From an optimization exercise on the open Yosys and OpenROAD flow, aimed at small area and a short achievable clock period; shortcuts taken in it are not production practice. Function was checked by simulation only, so behaviour that the tests miss may differ from the original. Power is estimated from default activity; no workload was simulated.

==> flow/design.v (excerpt) <==
module aixh_mxc_upper_hchain
#(
    parameter int               NTILE         = 8,
    parameter int               CWIDTH        = 32,
    parameter int               DWIDTH        = 64,
    parameter int               FIFO_DEPTH    = 4,
    parameter logic [NTILE-1:0] REPEATER_MASK = 8'b10101010
) (
    input  logic                      aixh_core_clk2x,
    input  logic                      aixh_core_rstn,
    input  logic                      i_fwd_vld,
    input  logic [CWIDTH-1:0]         i_fwd_cmd,
    output logic [NTILE-1:0]          o_tile_cmd_vld,
    output logic [NTILE*CWIDTH-1:0]   o_tile_cmd,
    input  logic [NTILE-1:0]          i_tile_bwd_vld,
    input  logic [NTILE*DWIDTH-1:0]   i_tile_bwd_dat,
    output logic                      o_bwd_vld,
    output logic [DWIDTH-1:0]         o_bwd_dat,
    output logic [$clog2(NTILE)-1:0]  o_bwd_tid,
    input  logic                      i_bwd_rdy,
    output logic [NTILE-1:0]          o_ovf,
    input  logic                      i_ovf_clr
);
Settings: LEC_CHECK=0, CAP_MARGIN=20, CORE_MARGIN=2, CORE_UTILIZATION=55, CTS_CLUSTER_DIAMETER=100, CTS_CLUSTER_SIZE=25, SETUP_SLACK_MARGIN=2.9, SLEW_MARGIN=20, SYNTH_HIERARCHICAL=1, SYNTH_MINIMUM_KEEP_SIZE=0; clock period 5.5 ns.
standard.sh (not shown) runs the stock make flow with config.mk's settings and CLKGATE_MAP_FILE= SYNTH_SCRIPT=/design/flow/synth_recipe.tcl, a recipe that flattens the netlist after the stock synthesis.
==> flow/flow/run.sh <==
#!/bin/bash
# Standard ORFS layout, except that the port buffers buffer_ports inserts are
# plain sky130_fd_sc_hd__buf_2 cells instead of the resizer's default pick
# (a slow clkdlybuf4s50 delay cell). Every port still gets its own buffer;
# timing repair may upsize it later as usual.
set -euo pipefail
export BUFFER_PORTS_ARGS="-buffer_cell sky130_fd_sc_hd__buf_2"
bash standard.sh finish > flow.log 2>&1
The baseline passed the timing, DRC and antenna checks.
Edit:
--- a/flow/design.v
+++ b/flow/design.v
@@ -225,43 +225,46 @@
     logic [TIDW-1:0]   sel_tid;
     logic [NTILE-1:0] load_fifo;    
     logic load_sel;
     logic load_hold;
     aixh_mxc_upper_ornb u_load_en   (.a (out_vld), .b (i_bwd_rdy), .y (load_en));
     for (genvar x = 0; x < NTILE; x++) begin : g_load_fifo
         aixh_mxc_upper_ornb u_load_fifo (.a (out_vld), .b (i_bwd_rdy), .y (load_fifo[x]));
     end
     aixh_mxc_upper_ornb u_load_sel  (.a (out_vld), .b (i_bwd_rdy), .y (load_sel));
     aixh_mxc_upper_ornb u_load_hold (.a (out_vld), .b (i_bwd_rdy), .y (load_hold));
     assign grant_vld = |grant;
-    assign ptr_nxt   = (load_en & grant_vld) ? {grant[NTILE-2:0], grant[NTILE-1]} : ptr;
+    assign ptr_nxt   = load_en ? ptr_if_load : ptr;
     function automatic logic [NTILE-1:0] rr_pick(input logic [NTILE-1:0] ne,
                                                  input logic [NTILE-1:0] p);
         for (int t = 0; t < NTILE; t++) begin
             logic hit;
             hit = 1'b0;
             for (int q = 0; q < NTILE; q++) begin
                 logic clear;
                 clear = 1'b1;
                 for (int j = 0; j < NTILE; j++) begin
                     if (((j - q + NTILE) % NTILE) < ((t - q + NTILE) % NTILE))
                         clear = clear & ~ne[j];
                 end
                 hit = hit | (p[q] & clear);
             end
             rr_pick[t] = ne[t] & hit;
         end
     endfunction
     assign ne_if_load    = (fifo_ne_pop & grant) | (fifo_ne_hold & ~grant);
     assign ne_if_hold    = fifo_ne_hold;
-    assign ptr_if_load   = grant_vld ? {grant[NTILE-2:0], grant[NTILE-1]} : ptr;
+    logic any_nxt;
+    logic [NTILE-1:0] ptr_if_load_nxt;
+    assign any_nxt         = load_en ? |ne_if_load : |ne_if_hold;
+    assign ptr_if_load_nxt = any_nxt ? {grant_nxt[NTILE-2:0], grant_nxt[NTILE-1]} : ptr_nxt;
     assign grant_if_load = rr_pick(ne_if_load, ptr_if_load);
     assign grant_if_hold = rr_pick(ne_if_hold, ptr);
     assign grant_nxt     = load_en ? grant_if_load : grant_if_hold;
     localparam int NPAIR = NTILE * FIFO_DEPTH;
     localparam int NGRP  = (NPAIR + 2) / 3;
     logic [NPAIR-1:0] pair_sel;
     for (genvar x = 0; x < NTILE; x++) begin : g_psel
         assign pair_sel[x*FIFO_DEPTH +: FIFO_DEPTH] = fifo_rsel[x];
     end
     for (genvar b = 0; b < DWIDTH; b++) begin : g_bit
         logic [NPAIR-1:0] ps;
@@ -282,27 +285,27 @@
                 );
             end else if (3*g + 1 < NPAIR) begin : g_two
                 aixh_mxc_upper_aoi22 u_aoi (
                     .s (ps[3*g +: 2]),
                     .d (pd[3*g +: 2]),
                     .y (grp_n[g])
                 );
             end else begin : g_one
                 assign grp_n[g] = ~(ps[3*g] & pd[3*g]);
             end
         end
-        aixh_mxc_upper_mux2 u_hold (
-            .s  (load_sel),
-            .d0 (out_dat[b]),
-            .d1 (~&grp_n),
-            .y  (sel_dat[b])
+        aixh_mxc_upper_slot_bit #(.N(NGRP)) u_slot (
+            .load  (load_sel),
+            .q     (out_dat[b]),
+            .grp_n (grp_n),
+            .y     (sel_dat[b])
         );
     end
     localparam int NT1  = NTILE / 2;
     localparam int NTG  = (NT1 + 3) / 3;
     for (genvar j = 0; j < TIDW; j++) begin : g_tid
         logic [NT1:0]   ts;
         logic [NT1:0]   td;
         logic [NTG-1:0] tgrp_n;
         for (genvar i = 0; i < NT1; i++) begin : g_t
             localparam int T = ((i >> j) << (j + 1)) | (1 << j) | (i & ((1 << j) - 1));
             assign ts[i] = grant[T] & load_sel;
@@ -325,42 +328,74 @@
                 );
             end else begin : g_one
                 assign tgrp_n[g] = ~(ts[3*g] & td[3*g]);
             end
         end
         assign sel_tid[j] = ~&tgrp_n;
     end
     always_ff @(posedge aixh_core_clk2x or negedge aixh_core_rstn) begin
         if (!aixh_core_rstn) begin
             out_vld <= 1'b0;
             ptr     <= NTILE'(1);
+            ptr_if_load <= NTILE'(1);
             grant   <= '0;
         end else begin
             if (load_en) out_vld <= grant_vld;
             ptr   <= ptr_nxt;
+            ptr_if_load <= ptr_if_load_nxt;
             grant <= grant_nxt;
         end
     end
     always_ff @(posedge aixh_core_clk2x) begin
         out_dat <= sel_dat;
         out_tid <= sel_tid;
     end
     always_ff @(posedge aixh_core_clk2x or negedge aixh_core_rstn) begin
         if (!aixh_core_rstn) ovf_q <= '0;
         else                 ovf_q <= (ovf_q & ~{NTILE{i_ovf_clr}}) | fifo_ovf;
     end
-    assign o_bwd_vld = out_vld;
+    logic out_vld_port;
+    aixh_mxc_upper_vld_ff u_out_vld_port (
+        .clk   (aixh_core_clk2x),
+        .rst_n (aixh_core_rstn),
+        .en    (load_en),
+        .d     (grant_vld),
+        .q     (out_vld_port)
+    );
+    assign o_bwd_vld = out_vld_port;
     assign o_bwd_dat = out_dat;
     assign o_bwd_tid = out_tid;
     assign o_ovf     = ovf_q;
 endmodule
+module aixh_mxc_upper_vld_ff (
+    input  logic clk,
+    input  logic rst_n,
+    input  logic en,
+    input  logic d,
+    output logic q
+);
+    always_ff @(posedge clk or negedge rst_n) begin
+        if (!rst_n)  q <= 1'b0;
+        else if (en) q <= d;
+    end
+endmodule
+module aixh_mxc_upper_slot_bit #(
+    parameter int N = 11
+) (
+    input  logic         load,
+    input  logic         q,
+    input  logic [N-1:0] grp_n,
+    output logic         y
+);
+    assign y = load ? ~&grp_n : q;
+endmodule
 module aixh_mxc_upper_mux2 (
     input  logic s,
     input  logic d0,
     input  logic d1,
     output logic y
 );
     assign y = s ? d1 : d0;
 endmodule
 module aixh_mxc_upper_ornb (
     input  logic a,
     input  logic b,
The new run finished clean.
Non-clock buffer count shrinks by 34.
Via count grows by about 0.4%.
Synthesized area hardly moves.
Sequential share of layout area grows by 0.75 points.
Global-route usage shrinks by 0.51 points.
Total power shrinks by about 26%.
Cell count grows by 0.46%.
Setup slack degrades by 170 ps.
Final area shrinks by about 0.7%.
Clock power is about the same.
Combinational power shrinks by 68%.
Count of clock-buffer cells in the layout shrinks by 2.
Wire length shrinks by about 0.9%.
Die area barely changes.

[static timing again, ports no longer ideal]
No port has a modelled driver above. Below, the same layouts with a new extraction and two added sets of constraints.
Step 1: set_driving_cell puts a clkbuf_16 on aixh_core_clk2x and a buf_2 on each other input, an assumption about the parent block.
Step 2 times the ports against the registers' clock, not the clock port: input delays grow and output delays shrink by t, the midpoint of the rising clock arrivals with the driver on.
a / b / c = ideal ports / drivers / drivers and shift; a / b = the first two.
run	shift t [ns]	slack for setup (ns)	worst hold slack (ns)	worst setup path after step 2
the first run	0.854	2.751 / 2.751 / 2.162	0.363 / 0.327 / 0.363	input to register
the second run	0.847	2.578 / 2.579 / 1.741	0.365 / 0.365 / 0.365	input to register
After both steps every run listed still meets setup and hold. For the second run, which loses most, drivers alone change the setup slack by +0.001 ns; drivers and shift together by -0.837 ns.
